Context: an optimization exercise on an open-source flow, tuned for small area, a short achievable clock period and few clock cycles per item. The choices shown serve that exercise and are no tape-out recipe. Function was checked by simulation only, so behaviour that the tests miss may differ from the original. Power is estimated from default activity; no workload was simulated.

==> flow/design.v (excerpt) <==
module lzw_dict_cam #(
   parameter int  DATA_W    = 8,
   parameter int  CODE_W    = 12,
   parameter int  NUM_ENTRY = 64,
   parameter int  BASE_CODE = 256,
   localparam int CNT_W     = lzw_cam_pkg::count_width(NUM_ENTRY)
) (
   input  logic                 clk,
   input  logic                 rst,
   input  logic                 req_valid,
   output logic                 req_ready,
   input  logic [CODE_W-1:0]    req_prefix,
   input  logic [DATA_W-1:0]    req_sym,
   input  logic                 req_insert,
   output logic                 rsp_valid,
   input  logic                 rsp_ready,
   output logic                 rsp_hit,
   output logic [CODE_W-1:0]    rsp_code,
   output logic                 rsp_inserted,
   output logic                 rsp_dict_reset,
   input  logic                 clear,
   output logic                 full,
   output logic [CNT_W-1:0]     count
);
export LEC_CHECK = 0
export ABC_CLOCK_PERIOD_IN_PS = 2500
export CAP_MARGIN = 20
export CORE_MARGIN = 2
export CORE_UTILIZATION = 65
export PLACE_DENSITY = 0.75
export SETUP_SLACK_MARGIN = 3.3
export SLEW_MARGIN = 20
create_clock -name core_clock -period 6.0 [get_ports {clk}]
standard.sh (not shown) runs the stock make flow with config.mk's settings and CLKGATE_MAP_FILE= SYNTH_SCRIPT=/design/flow/synth_recipe.tcl, a recipe that flattens the netlist after the stock synthesis.
==> flow/flow/run.sh <==
#!/bin/bash
set -o pipefail
cp standard.sh standard_sh.log
cp config.mk config_mk.log
export BUFFER_PORTS_ARGS="-buffer_cell sky130_fd_sc_hd__buf_4"
bash standard.sh > standard_run.log 2>&1
Testbench counts at the start, summed over its fixed seeds: cycles 32,008, items 32,000.
Then changed:
==> flow/run.sh (new file) <==
#!/bin/bash
# synth_recipe.tcl (not shown) runs the flow's synth.tcl, then flattens the netlist and writes it again
# the make line also repeats each setting of config.mk as NAME=value (left out here)
make -C /OpenROAD-flow-scripts/flow DESIGN_CONFIG=/design/flow/config.mk WORK_HOME=/design/flow/orfs CLKGATE_MAP_FILE= SYNTH_SCRIPT=/design/flow/synth_recipe.tcl finish
CORE_UTILIZATION = 72   (was 65)
CTS_CLUSTER_DIAMETER = 100   (was unset)
CTS_CLUSTER_SIZE = 24   (was unset)
PLACE_DENSITY = 0.82   (was 0.75)
SETUP_SLACK_MARGIN = 3.0   (was 3.3)
removed: flow/flow/run.sh
removed: flow/standard.sh
=>
- The new run passed the timing, DRC and antenna checks
- setup slack got worse by 0.13 ns
- non-clock buffer count shrinks by 40
- design area shrinks by 4.7%
- sequential power is about the same
Then changed:
==> flow/flow/run.sh (new file) <==
#!/bin/bash
set -o pipefail
cp standard.sh standard_sh.log
cp config.mk config_mk.log
export BUFFER_PORTS_ARGS="-buffer_cell sky130_fd_sc_hd__buf_4"
bash standard.sh > standard_run.log 2>&1
==> flow/standard.sh (new file) <==
#!/bin/bash
# synth_recipe.tcl (not shown) runs the flow's synth.tcl, then flattens the netlist and writes it again
# the make line also repeats each setting of config.mk as NAME=value (left out here)
make -C /OpenROAD-flow-scripts/flow DESIGN_CONFIG=/design/flow/config.mk WORK_HOME=/design/flow/orfs CLKGATE_MAP_FILE= SYNTH_SCRIPT=/design/flow/synth_recipe.tcl "${@:-finish}"
CORE_UTILIZATION = 50   (was 72)
CTS_CLUSTER_DIAMETER = unset   (was 100)
CTS_CLUSTER_SIZE = unset   (was 24)
PLACE_DENSITY = 0.65   (was 0.82)
SETUP_SLACK_MARGIN = 2.8   (was 3.0)
removed: flow/run.sh
Outcome:
- synthesized area does not change
- routed wire length climbs by 0.43%
- clock skew came out higher by 0.0041 ns
- clock power went up by 89%
- non-clock buffer count came out lower by 46
- worst setup slack is worse by 0.0045 ns
- design area climbs by 3.0%
- first-iteration DRC count shrinks by 26%
- via count came out lower by about 5%
Then changed:
==> flow/run.sh (new file) <==
#!/bin/bash
# synth_recipe.tcl (not shown) runs the flow's synth.tcl, then flattens the netlist and writes it again
# the make line also repeats each setting of config.mk as NAME=value (left out here)
make -C /OpenROAD-flow-scripts/flow DESIGN_CONFIG=/design/flow/config.mk WORK_HOME=/design/flow/orfs CLKGATE_MAP_FILE= SYNTH_SCRIPT=/design/flow/synth_recipe.tcl finish
CORE_UTILIZATION = 78   (was 50)
CTS_CLUSTER_DIAMETER = 100   (was unset)
CTS_CLUSTER_SIZE = 24   (was unset)
PLACE_DENSITY = 0.88   (was 0.65)
SETUP_SLACK_MARGIN = 3.0   (was 2.8)
removed: flow/flow/run.sh
removed: flow/standard.sh
Effect:
- register-to-register slack stays flat
- cell area came out lower by 3.6%
- core utilization is higher by 30 points
- cell count decreases by 12%
- first-iteration DRC count came out higher by 53%
- sequential share of layout area increases by 2.2 points
Then changed:
CORE_UTILIZATION = 65   (was 78)
PLACE_DENSITY = 0.75   (was 0.88)
TNS_END_PERCENT = 3   (was unset)
Via count falls by 5.8%.
Area after synthesis stays the same.
Count of clock-buffer cells in the layout rises by 12.
Final area rises by 0.75%.
Sequential share of layout area falls by 0.46 points.
First-iteration DRC count falls by 21%.
Non-clock buffer count rises by 24.
Worst setup slack gets better by 0.052 ns.
Then changed:
TNS_END_PERCENT = 30   (was 3)
Result:
- The new run finished with timing, DRC and antenna clean
- final cell count hardly moves
- core utilization went down by 0.35 points
- maximum frequency grows by 5.8%
- clock skew decreases by 0.0099 ns
- synthesized cell count does not change
- total power came out lower by about 0.3%
- register-to-register slack gets better by 0.23 ns
- area after synthesis is unchanged
- worst setup slack improves by 0.19 ns

afterwards: timing with drivers on the ports:
The flow's constraints put no driver on any port. The routed layouts listed below were extracted and timed again, unchanged, in two steps. Step 1, drivers: a clkbuf_16 drives clk and a buf_2 each remaining input, both assumed. Step 2, shift: input delay + t, output delay - t, t = (earliest + latest rising clock arrival at the registers) / 2. This alone moves slack from input paths to output paths. Slacks: ideal ports / drivers / drivers and shift; pairs: ideal ports / drivers.
| run | t (ns) | setup WS [ns] | latest minus earliest clock arrival (ns) | slew at the worst register clock pin (ns) |
|---|---|---|---|---|
| the first run | 0.810 | 2.839 / 2.696 / 1.886 | 0.040 / 0.039 | 0.07 / 0.07 |
| the second run | 0.752 | 2.708 / 2.559 / 1.806 | 0.022 / 0.023 | 0.10 / 0.10 |
| the third run | 0.804 | 2.703 / 2.641 / 1.837 | 0.029 / 0.028 | 0.06 / 0.06 |
| the fourth run | 0.784 | 2.581 / 2.504 / 1.720 | 0.044 / 0.043 | 0.12 / 0.12 |
| the fifth run | 0.754 | 2.633 / 2.604 / 1.850 | 0.048 / 0.048 | 0.11 / 0.11 |
| the sixth run | 0.756 | 2.819 / 2.741 / 1.985 | 0.039 / 0.039 | 0.10 / 0.10 |
After both steps setup and hold are still met in every run listed. The setup slack of the first run, which loses most, moves by -0.143 ns with the drivers and by -0.953 ns with both steps.
